This is an optimization exercise on Yosys and OpenROAD, whose aim is small area, a short achievable clock period and few clock cycles per item, not a production implementation.
Only simulation tests tie the RTL to the original design; equivalence was not proved.

File: design/flow/run.sh
#!/bin/bash
# synth_recipe.tcl (not shown) runs the flow's synth.tcl, then flattens the netlist and writes it again
# the make line also repeats each setting of config.mk as NAME=value (left out here)
make -C /OpenROAD-flow-scripts/flow DESIGN_CONFIG=/design/flow/config.mk WORK_HOME=/design/flow/orfs CLKGATE_MAP_FILE= SYNTH_SCRIPT=/design/flow/synth_recipe.tcl finish
File: design/flow/config.mk
export PLATFORM = sky130hd
export DESIGN_NAME = heater_pid_duty_control_unit
export DESIGN_NICKNAME = heater_pid_duty_control_unit
export VERILOG_FILES = /design/flow/design.v
export SDC_FILE = /design/flow/constraint.sdc
export NUM_CORES = 4
export LEC_CHECK = 0
export CAP_MARGIN = 20
export CORE_MARGIN = 2
export CORE_UTILIZATION = 40
export SLEW_MARGIN = 20
File: design/flow/constraint.sdc
create_clock -name core_clock -period 19.0 [get_ports {clk}]
set_input_delay 3.8000 -clock core_clock [delete_from_list [all_inputs] [get_ports {clk}]]
set_output_delay 3.8000 -clock core_clock [all_outputs]
set_load 0.01 [all_outputs]
File: design/flow/design.v
package hpdc_pkg;
    localparam int TEMP_W     = 15;
    localparam int TARGET_W   = 12;
    localparam int GAIN_W     = 16;
    localparam int DUTY_W     = 7;
    localparam int BAND_W     = 12;
    localparam int ERR_W      = 16;
    localparam int TICK_W     = 8;
    localparam int CFG_ADDR_W = 3;
    localparam int CFG_DATA_W = 16;
    localparam int IN_DATA_W  = 16;
    localparam int OUT_DATA_W = 16;
    localparam int INTEGRAL_WIDTH = 24;
    localparam int CMP_W = 17;
    localparam int DER_W = 18;
    localparam int DUTY_SHIFT = 12;
    localparam int SUM_W = GAIN_W + ((INTEGRAL_WIDTH > DER_W) ? INTEGRAL_WIDTH : DER_W) + 3;
    localparam logic [TICK_W-1:0] TOGGLE_ON_TICKS  = TICK_W'(2);
    localparam logic [TICK_W-1:0] TOGGLE_OFF_TICKS = TICK_W'(2);
    localparam logic [TICK_W-1:0] TICK_MAX         = '1;
    localparam logic signed [CMP_W-1:0] LOW_LIMIT    = CMP_W'(-160);   
    localparam logic signed [CMP_W-1:0] HIGH_LIMIT   = CMP_W'(3360);   
    localparam logic signed [CMP_W-1:0] TOGGLE_LIMIT = CMP_W'(1920);   
    localparam logic signed [CMP_W-1:0] CLEAR_LIMIT  = CMP_W'(-10);    
    localparam logic [DUTY_W-1:0] PCT_LIMIT = DUTY_W'(100);
    typedef enum logic [2:0] {
        MODE_PID    = 3'd0,
        MODE_TOGGLE = 3'd1,
        MODE_FULL   = 3'd2,
        MODE_OFF    = 3'd3,
        MODE_FAULT  = 3'd4
    } mode_t;
    typedef enum logic [CFG_ADDR_W-1:0] {
        REG_TARGET_TEMP  = 3'd0,
        REG_GAIN_P       = 3'd1,
        REG_GAIN_I       = 3'd2,
        REG_GAIN_D       = 3'd3,
        REG_DUTY_FLOOR   = 3'd4,
        REG_DUTY_CEILING = 3'd5,
        REG_BAND_BELOW   = 3'd6,
        REG_BAND_ABOVE   = 3'd7
    } cfg_reg_t;
    localparam logic [TARGET_W-1:0] TARGET_RESET   = '0;
    localparam logic [GAIN_W-1:0]   GAIN_P_RESET   = GAIN_W'(1280);
    localparam logic [GAIN_W-1:0]   GAIN_I_RESET   = GAIN_W'(77);
    localparam logic [GAIN_W-1:0]   GAIN_D_RESET   = GAIN_W'(5120);
    localparam logic [DUTY_W-1:0]   FLOOR_RESET    = DUTY_W'(2);
    localparam logic [DUTY_W-1:0]   CEILING_RESET  = DUTY_W'(100);
    localparam logic [BAND_W-1:0]   BELOW_RESET    = BAND_W'(320);
    localparam logic [BAND_W-1:0]   ABOVE_RESET    = BAND_W'(16);
endpackage
module heater_pid_duty_control_unit (
    input  logic                                 clk,
    input  logic                                 rst_n,
    input  logic                                 cfg_we,
    input  logic [hpdc_pkg::CFG_ADDR_W-1:0]      cfg_addr,
    input  logic [hpdc_pkg::CFG_DATA_W-1:0]      cfg_wdata,
    input  logic                                 s_tvalid,
    output logic                                 s_tready,
    input  logic [hpdc_pkg::IN_DATA_W-1:0]       s_tdata,    
    output logic                                 m_tvalid,
    input  logic                                 m_tready,
    output logic [hpdc_pkg::OUT_DATA_W-1:0]      m_tdata     
);
    localparam int TEMP_W = hpdc_pkg::TEMP_W;
    localparam int TARGET_W = hpdc_pkg::TARGET_W;
    localparam int GAIN_W = hpdc_pkg::GAIN_W;
    localparam int DUTY_W = hpdc_pkg::DUTY_W;
    localparam int BAND_W = hpdc_pkg::BAND_W;
    localparam int ERR_W = hpdc_pkg::ERR_W;
    localparam int TICK_W = hpdc_pkg::TICK_W;
    localparam int CFG_ADDR_W = hpdc_pkg::CFG_ADDR_W;
    localparam int CFG_DATA_W = hpdc_pkg::CFG_DATA_W;
    localparam int IN_DATA_W = hpdc_pkg::IN_DATA_W;
    localparam int OUT_DATA_W = hpdc_pkg::OUT_DATA_W;
    localparam int INTEGRAL_WIDTH = hpdc_pkg::INTEGRAL_WIDTH;
    localparam int CMP_W = hpdc_pkg::CMP_W;
    localparam int DER_W = hpdc_pkg::DER_W;
    localparam int DUTY_SHIFT = hpdc_pkg::DUTY_SHIFT;
    localparam int SUM_W = hpdc_pkg::SUM_W;
    localparam logic [TICK_W-1:0] TOGGLE_ON_TICKS = hpdc_pkg::TOGGLE_ON_TICKS;
    localparam logic [TICK_W-1:0] TOGGLE_OFF_TICKS = hpdc_pkg::TOGGLE_OFF_TICKS;
    localparam logic [TICK_W-1:0] TICK_MAX = hpdc_pkg::TICK_MAX;
    localparam logic signed [CMP_W-1:0] LOW_LIMIT = hpdc_pkg::LOW_LIMIT;
    localparam logic signed [CMP_W-1:0] HIGH_LIMIT = hpdc_pkg::HIGH_LIMIT;
    localparam logic signed [CMP_W-1:0] TOGGLE_LIMIT = hpdc_pkg::TOGGLE_LIMIT;
    localparam logic signed [CMP_W-1:0] CLEAR_LIMIT = hpdc_pkg::CLEAR_LIMIT;
    localparam logic [DUTY_W-1:0] PCT_LIMIT = hpdc_pkg::PCT_LIMIT;
    localparam logic [TARGET_W-1:0] TARGET_RESET = hpdc_pkg::TARGET_RESET;
    localparam logic [GAIN_W-1:0] GAIN_P_RESET = hpdc_pkg::GAIN_P_RESET;
    localparam logic [GAIN_W-1:0] GAIN_I_RESET = hpdc_pkg::GAIN_I_RESET;
    localparam logic [GAIN_W-1:0] GAIN_D_RESET = hpdc_pkg::GAIN_D_RESET;
    localparam logic [DUTY_W-1:0] FLOOR_RESET = hpdc_pkg::FLOOR_RESET;
    localparam logic [DUTY_W-1:0] CEILING_RESET = hpdc_pkg::CEILING_RESET;
    localparam logic [BAND_W-1:0] BELOW_RESET = hpdc_pkg::BELOW_RESET;
    localparam logic [BAND_W-1:0] ABOVE_RESET = hpdc_pkg::ABOVE_RESET;
    typedef hpdc_pkg::mode_t mode_t;
    typedef hpdc_pkg::cfg_reg_t cfg_reg_t;
    localparam mode_t MODE_PID = hpdc_pkg::MODE_PID;
    localparam mode_t MODE_TOGGLE = hpdc_pkg::MODE_TOGGLE;
    localparam mode_t MODE_FULL = hpdc_pkg::MODE_FULL;
    localparam mode_t MODE_OFF = hpdc_pkg::MODE_OFF;
    localparam mode_t MODE_FAULT = hpdc_pkg::MODE_FAULT;
    localparam cfg_reg_t REG_TARGET_TEMP = hpdc_pkg::REG_TARGET_TEMP;
    localparam cfg_reg_t REG_GAIN_P = hpdc_pkg::REG_GAIN_P;
    localparam cfg_reg_t REG_GAIN_I = hpdc_pkg::REG_GAIN_I;
    localparam cfg_reg_t REG_GAIN_D = hpdc_pkg::REG_GAIN_D;
    localparam cfg_reg_t REG_DUTY_FLOOR = hpdc_pkg::REG_DUTY_FLOOR;
    localparam cfg_reg_t REG_DUTY_CEILING = hpdc_pkg::REG_DUTY_CEILING;
    localparam cfg_reg_t REG_BAND_BELOW = hpdc_pkg::REG_BAND_BELOW;
    localparam cfg_reg_t REG_BAND_ABOVE = hpdc_pkg::REG_BAND_ABOVE;
    logic [TARGET_W-1:0] target_reg;
    logic [GAIN_W-1:0]   gain_p_reg;
    logic [GAIN_W-1:0]   gain_i_reg;
    logic [GAIN_W-1:0]   gain_d_reg;
    logic [DUTY_W-1:0]   duty_floor_reg;
    logic [DUTY_W-1:0]   duty_ceiling_reg;
    logic [BAND_W-1:0]   band_below_reg;
    logic [BAND_W-1:0]   band_above_reg;
    logic signed [ERR_W-1:0]   last_error_reg;
    logic [INTEGRAL_WIDTH-1:0] error_sum_reg;
    logic [DUTY_W-1:0]         held_duty_reg;
    logic [TICK_W-1:0]         toggle_ticks_reg;
    logic                      fault_reported_reg;
    logic                      in_valid_reg;
    logic signed [TEMP_W-1:0]  in_temp_reg;
    logic                      out_valid_reg;
    logic [OUT_DATA_W-1:0]     out_data_reg;
    logic                      out_free;
    logic                      fire;
    logic signed [CMP_W-1:0]   temp_x;
    logic signed [CMP_W-1:0]   target_x;
    logic signed [CMP_W-1:0]   below_x;
    logic signed [CMP_W-1:0]   above_x;
    logic signed [CMP_W-1:0]   err;
    logic signed [DER_W-1:0]   deriv;
    logic                      target_on;
    logic                      is_fault;
    logic                      in_band;
    logic                      in_toggle;
    logic                      err_pos;
    logic [INTEGRAL_WIDTH:0]   sum_ext;
    logic [INTEGRAL_WIDTH-1:0] isum_new;
    logic signed [GAIN_W+CMP_W:0]          prod_p;
    logic [GAIN_W+INTEGRAL_WIDTH-1:0]      prod_i;
    logic signed [GAIN_W+DER_W:0]          prod_d;
    logic signed [SUM_W-1:0]               pid_sum;
    logic [DUTY_W-1:0]         ceil_d;
    logic [DUTY_W-1:0]         floor_d;
    logic [DUTY_W-1:0]         pid_clamped;
    logic [DUTY_W-1:0]         pid_duty;
    logic [DUTY_W-1:0]         toggle_duty;
    logic [TICK_W-1:0]         ticks_base;
    logic [DUTY_W-1:0]         duty;
    logic                      first;
    mode_t                     mode;
    assign out_free = !out_valid_reg || m_tready;
    assign fire     = in_valid_reg && out_free;
    assign s_tready = !in_valid_reg || out_free;
    assign m_tvalid = out_valid_reg;
    assign m_tdata  = out_data_reg;
    always_ff @(posedge clk or negedge rst_n)
    begin
        if (!rst_n)
        begin
            target_reg       <= TARGET_RESET;
            gain_p_reg       <= GAIN_P_RESET;
            gain_i_reg       <= GAIN_I_RESET;
            gain_d_reg       <= GAIN_D_RESET;
            duty_floor_reg   <= FLOOR_RESET;
            duty_ceiling_reg <= CEILING_RESET;
            band_below_reg   <= BELOW_RESET;
            band_above_reg   <= ABOVE_RESET;
        end
        else if (cfg_we)
        begin
            case (cfg_addr)
                REG_TARGET_TEMP:  target_reg       <= cfg_wdata[TARGET_W-1:0];
                REG_GAIN_P:       gain_p_reg       <= cfg_wdata[GAIN_W-1:0];
                REG_GAIN_I:       gain_i_reg       <= cfg_wdata[GAIN_W-1:0];
                REG_GAIN_D:       gain_d_reg       <= cfg_wdata[GAIN_W-1:0];
                REG_DUTY_FLOOR:   duty_floor_reg   <= cfg_wdata[DUTY_W-1:0];
                REG_DUTY_CEILING: duty_ceiling_reg <= cfg_wdata[DUTY_W-1:0];
                REG_BAND_BELOW:   band_below_reg   <= cfg_wdata[BAND_W-1:0];
                REG_BAND_ABOVE:   band_above_reg   <= cfg_wdata[BAND_W-1:0];
                default:          ;
            endcase
        end
    end
    always_ff @(posedge clk or negedge rst_n)
    begin
        if (!rst_n)
        begin
            in_valid_reg <= 1'b0;
        end
        else if (s_tready)
        begin
            in_valid_reg <= s_tvalid;
        end
    end
    always_ff @(posedge clk)
    begin
        if (s_tvalid && s_tready)
        begin
            in_temp_reg <= $signed(s_tdata[TEMP_W-1:0]);
        end
    end
    always_comb
    begin
        temp_x    = CMP_W'(in_temp_reg);
        target_x  = $signed(CMP_W'(target_reg));
        below_x   = $signed(CMP_W'(band_below_reg));
        above_x   = $signed(CMP_W'(band_above_reg));
        target_on = (target_reg != '0);
        err       = target_x - temp_x;
        deriv     = DER_W'(err) - DER_W'(last_error_reg);
        ceil_d    = (duty_ceiling_reg > PCT_LIMIT) ? PCT_LIMIT : duty_ceiling_reg;
        floor_d   = (duty_floor_reg > PCT_LIMIT) ? PCT_LIMIT : duty_floor_reg;
    end
    always_comb
    begin
        is_fault  = !((temp_x > LOW_LIMIT) && (temp_x < HIGH_LIMIT));
        in_band   = (temp_x > (target_x - below_x)) && target_on;
        in_toggle = (temp_x > TOGGLE_LIMIT) && target_on;
    end
    always_comb
    begin
        err_pos = !err[CMP_W-1] && (err != '0);
        sum_ext = {1'b0, error_sum_reg} + (INTEGRAL_WIDTH+1)'(unsigned'(err));
        if (err_pos)
        begin
            isum_new = sum_ext[INTEGRAL_WIDTH] ? '1 : sum_ext[INTEGRAL_WIDTH-1:0];
        end
        else if (err <= CLEAR_LIMIT)
        begin
            isum_new = '0;
        end
        else
        begin
            isum_new = error_sum_reg;
        end
    end
    always_comb
    begin
        prod_p  = $signed({1'b0, gain_p_reg}) * err;
        prod_i  = gain_i_reg * isum_new;
        prod_d  = $signed({1'b0, gain_d_reg}) * deriv;
        pid_sum = SUM_W'(prod_p) + SUM_W'(prod_d) + $signed(SUM_W'(prod_i));
    end
    always_comb
    begin
        if (pid_sum[SUM_W-1])
        begin
            pid_clamped = '0;
        end
        else if (pid_sum[SUM_W-2:DUTY_SHIFT] > (SUM_W-1-DUTY_SHIFT)'(ceil_d))
        begin
            pid_clamped = ceil_d;
        end
        else
        begin
            pid_clamped = pid_sum[DUTY_SHIFT+DUTY_W-1:DUTY_SHIFT];
        end
        pid_duty = pid_clamped;
        if ((pid_clamped < floor_d) || (target_x < temp_x))
        begin
            pid_duty = floor_d;
        end
        if (err < -above_x)
        begin
            pid_duty = '0;
        end
    end
    always_comb
    begin
        toggle_duty = held_duty_reg;
        ticks_base  = toggle_ticks_reg;
        if ((held_duty_reg == ceil_d) && (toggle_ticks_reg >= TOGGLE_ON_TICKS))
        begin
            toggle_duty = '0;
            ticks_base  = '0;
        end
        else if ((held_duty_reg == '0) && (toggle_ticks_reg >= TOGGLE_OFF_TICKS))
        begin
            toggle_duty = ceil_d;
            ticks_base  = '0;
        end
    end
    always_comb
    begin
        first = 1'b0;
        if (is_fault)
        begin
            duty  = '0;
            mode  = MODE_FAULT;
            first = !fault_reported_reg;
        end
        else if (in_band)
        begin
            duty = pid_duty;
            mode = MODE_PID;
        end
        else if (in_toggle)
        begin
            duty = toggle_duty;
            mode = MODE_TOGGLE;
        end
        else if (target_on)
        begin
            duty = ceil_d;
            mode = MODE_FULL;
        end
        else
        begin
            duty = '0;
            mode = MODE_OFF;
        end
    end
    always_ff @(posedge clk or negedge rst_n)
    begin
        if (!rst_n)
        begin
            last_error_reg     <= '0;
            error_sum_reg      <= '0;
            held_duty_reg      <= '0;
            toggle_ticks_reg   <= '0;
            fault_reported_reg <= 1'b0;
        end
        else if (fire)
        begin
            held_duty_reg <= duty;
            if (is_fault)
            begin
                fault_reported_reg <= 1'b1;
            end
            else if (in_band)
            begin
                last_error_reg <= err[ERR_W-1:0];
                error_sum_reg  <= isum_new;
            end
            else if (in_toggle)
            begin
                toggle_ticks_reg <= (ticks_base == TICK_MAX) ? ticks_base
                                                             : ticks_base + TICK_W'(1);
            end
        end
    end
    always_ff @(posedge clk or negedge rst_n)
    begin
        if (!rst_n)
        begin
            out_valid_reg <= 1'b0;
        end
        else if (out_free)
        begin
            out_valid_reg <= in_valid_reg;
        end
    end
    always_ff @(posedge clk)
    begin
        if (fire)
        begin
            out_data_reg <= OUT_DATA_W'({mode, first, is_fault, duty});
        end
    end
endmodule
==> summary.txt <==
metrics by stage:
step	std cells	TNS, ns
2_1_floorplan	5014	0
3_3_place_gp	6616	-3.25
3_5_place_dp	6616	-6.25
4_1_cts	6650	0
5_1_grt	6668	-0.672
6_report	6670	0
what timing repair did:
item                                    4_1_cts  5_1_grt
resized for setup                            29      112
buffers inserted                              2       20
pin swaps                                     8       82
hold buffers                                  0        0
cloned                                        0        0
endpoints found under the setup margin       14       14
cell type report:
type                    count  area, um2
flip-flops and latches    183       4730
clock inverters            15        234
diodes                      5       12.5
repair buffers            361       2900
fillers                 10815      60700
well taps                1488       1860
inverters                1086       4080
clock buffers              17        425
multi-input cells        3515      35500
metal layers:
| layer | vias to the layer above | wire (um) | global-route usage (%) |
|---|---|---|---|
| met5 | - | 13 | 0 |
| met4 | 2 | 5440 | 9.65 |
| met3 | 170 | 8020 | 4.35 |
| met2 | 884 | 57000 | 36.3 |
| met1 | 17397 | 56100 | 31.5 |
| li1 | 15787 | - | - |
critical path, delay by kind of cell (launching register included):
kind            cells  cell delay, ns
compound gates     25            4.11
xor+xnor            3            0.53
fa+ha+maj          20            8.63
buf+inv            12            0.99
flops               1            0.42
mux                 2            0.44
simple gates       16            2.77
cell usage in the layout, fill, tap and decap left out, drive strengths merged, types with 72 or more instances in the layout:
cell,synthesis,final
xnor2,72,72
buf,61,311
inv,1086,1091
nor2,148,148
o21ai,114,114
mux2,108,108
dfrtp,141,141
and2,308,308
nand2,711,711
a21oi,135,135
fa,812,812
ha,451,451
how the worst min path moves through the flow:
stage,from,to,slack (ns),cells past startpoint
global placement,fault_reported_reg,fault_reported_reg,0.46,1
finish,fault_reported_reg,fault_reported_reg,0.48,1
detailed placement,fault_reported_reg,fault_reported_reg,0.47,1
global route,fault_reported_reg,fault_reported_reg,0.51,1
CTS,fault_reported_reg,fault_reported_reg,0.49,1
floorplan,fault_reported_reg,fault_reported_reg,0.44,1
logic make-up (layout without fill, tap and decap cells):
family | Yosys count | after routing
and+or+nand+nor | 1495 | 1495
other | 1 | 9
buffers and inverters | 1316 | 1479
adders and majority gates | 1263 | 1263
xor gates and xnor gates | 107 | 107
DFF | 183 | 183
muxes | 128 | 128
AOI/OAI and AO/OA | 518 | 518
==> summary.txt <==
CTS H-Tree Depth=4; compound-gate portion of the synthesized area=7.65%; final worst slack=0.807 ns; Ports=58; R2R cell count=78; die footprint=114000 um2; Core ar.=111000 um2; fmax=55.0 MHz; startpoint types=flop; endpoints failing setup=0; clock tree sinks=183; Layout area overhead=11.7%; CP endpoint=m_tdata[6]; largest family of logic cells by synthesized area=adder cells; Die X=338 um; crit path DAT=18.43 ns; Bufs on Longest Clock Path=2; clock skew=0.0151 ns; initial antenna violation count=7; vias in the first global route=35887; post-synth top area cell=fa_1; Synth Area per Inst=8.89 um2; slowest CP cell=fa_2; Adder-Cell Fraction of Synth Area=49.1%; Initial DRC Count=2200; final core utilization=45.0%; Tmin final=18.19 ns; chip height=338 um; Worst-Margin Slew=1.07 ns; Design Area, Final=49800 um2; total placed instance area=48300 um2; GRT Util Overall=23.2%; dpl hpwl=104000 um; top-area cell type share of the netlist area=36.5%; status=timing/DRC/antenna clean; DRT Pass-1 Iters=6; Max Slew Vio Count=0; num rows=122; Clock transition at path regs=0.08 ns; Initial Util=40.3%; clock root cell=clkbuf_16; sequential share of the synthesized area=10.6%; fin crit share=95.8%; CTS buffer count=17; Synth Register Bits=183; commonest cells in the netlist=1085 x inv_1, 812 x fa_1, 711 x nand2_1; Max-Cap Viols=0; dpl ws=-0.576 ns; Vias=34240; via-per-instance ratio=5.13; CTS tree=built; number of synthesized flops with an enable pin=27; port bufs=52; mapped cell area=44600 um2; crit-path max FO=7; maximum number of pins on one net before global-route repair=88; Synth Area in XOR/XNOR=2.10%; most used flip-flop cell after synthesis=dfrtp_1; mux cell area share after synthesis=3.18%; grt total ovfl=0; synthesized netlist cell count=5011; drt drc=0; Crit. Startpoint=in_temp_reg[0]; worst hold-check path type=flop to flop; DR WL/cell=19.0 um; max FFs per register=24; worst skew pair latency=0.51 ns; Routed Antenna Nets=0; Synth Area in Simple Gates=16.1%; ranking of synthesized cells by area=fa_1 36%, ha_1 13%, inv_1 9.1%; most frequent CP cell=fa_1; asr flop ratio synth=85.2%; reg-to-reg setup timing slack=0.81 ns; Crit path largest cell delay=0.61 ns; Cell variety after synth=81; drt total wl=127000 um; Synthesis Warnings=1; capturing point of the worst reg2reg path=m_tdata[6]; RR Startpoint=in_temp_reg[0]; final hold viol count=0; count leader, synth=inv_1; GP Congestion=0.928; Hold WS=0.484 ns; Rel. slew slack=28.4%; crit path capture type=flop; WP data required=19.24 ns; share of layout cells above drive strength 1=11.9%; global-route wire length before repair=203000 um; Final nets=6467; WS Path Type=flop to flop
Testbench counts, summed over its fixed seeds: cycles 24,016, items 24,000.

-- static timing again, ports no longer ideal --
Ports are ideal in the flow. The routed layout listed here was re-timed in OpenROAD.
Step 1 sets driving cells, clkbuf_16 on the clock port and buf_2 on the other inputs (assumed; they add their load-dependent delay and slew).
Step 2 adds t to the input delays and takes it off the output delays; t is the mean of the earliest and latest rising clock arrival at the registers after step 1. Input paths then give back, and output paths get back, about the clock's delay inside the block.
a / b / c = no drivers / after step 1 / after step 2; a / b = the first two.
t, ns: 0.554
setup WS [ns]: 0.807 / 0.807 / 0.807
worst setup path at the end: register to register
pins driven straight from the clock port: 1
After both steps setup and hold are still met in this run. The setup slack of this run moves by 0.000 ns with the drivers and by 0.000 ns with both steps.
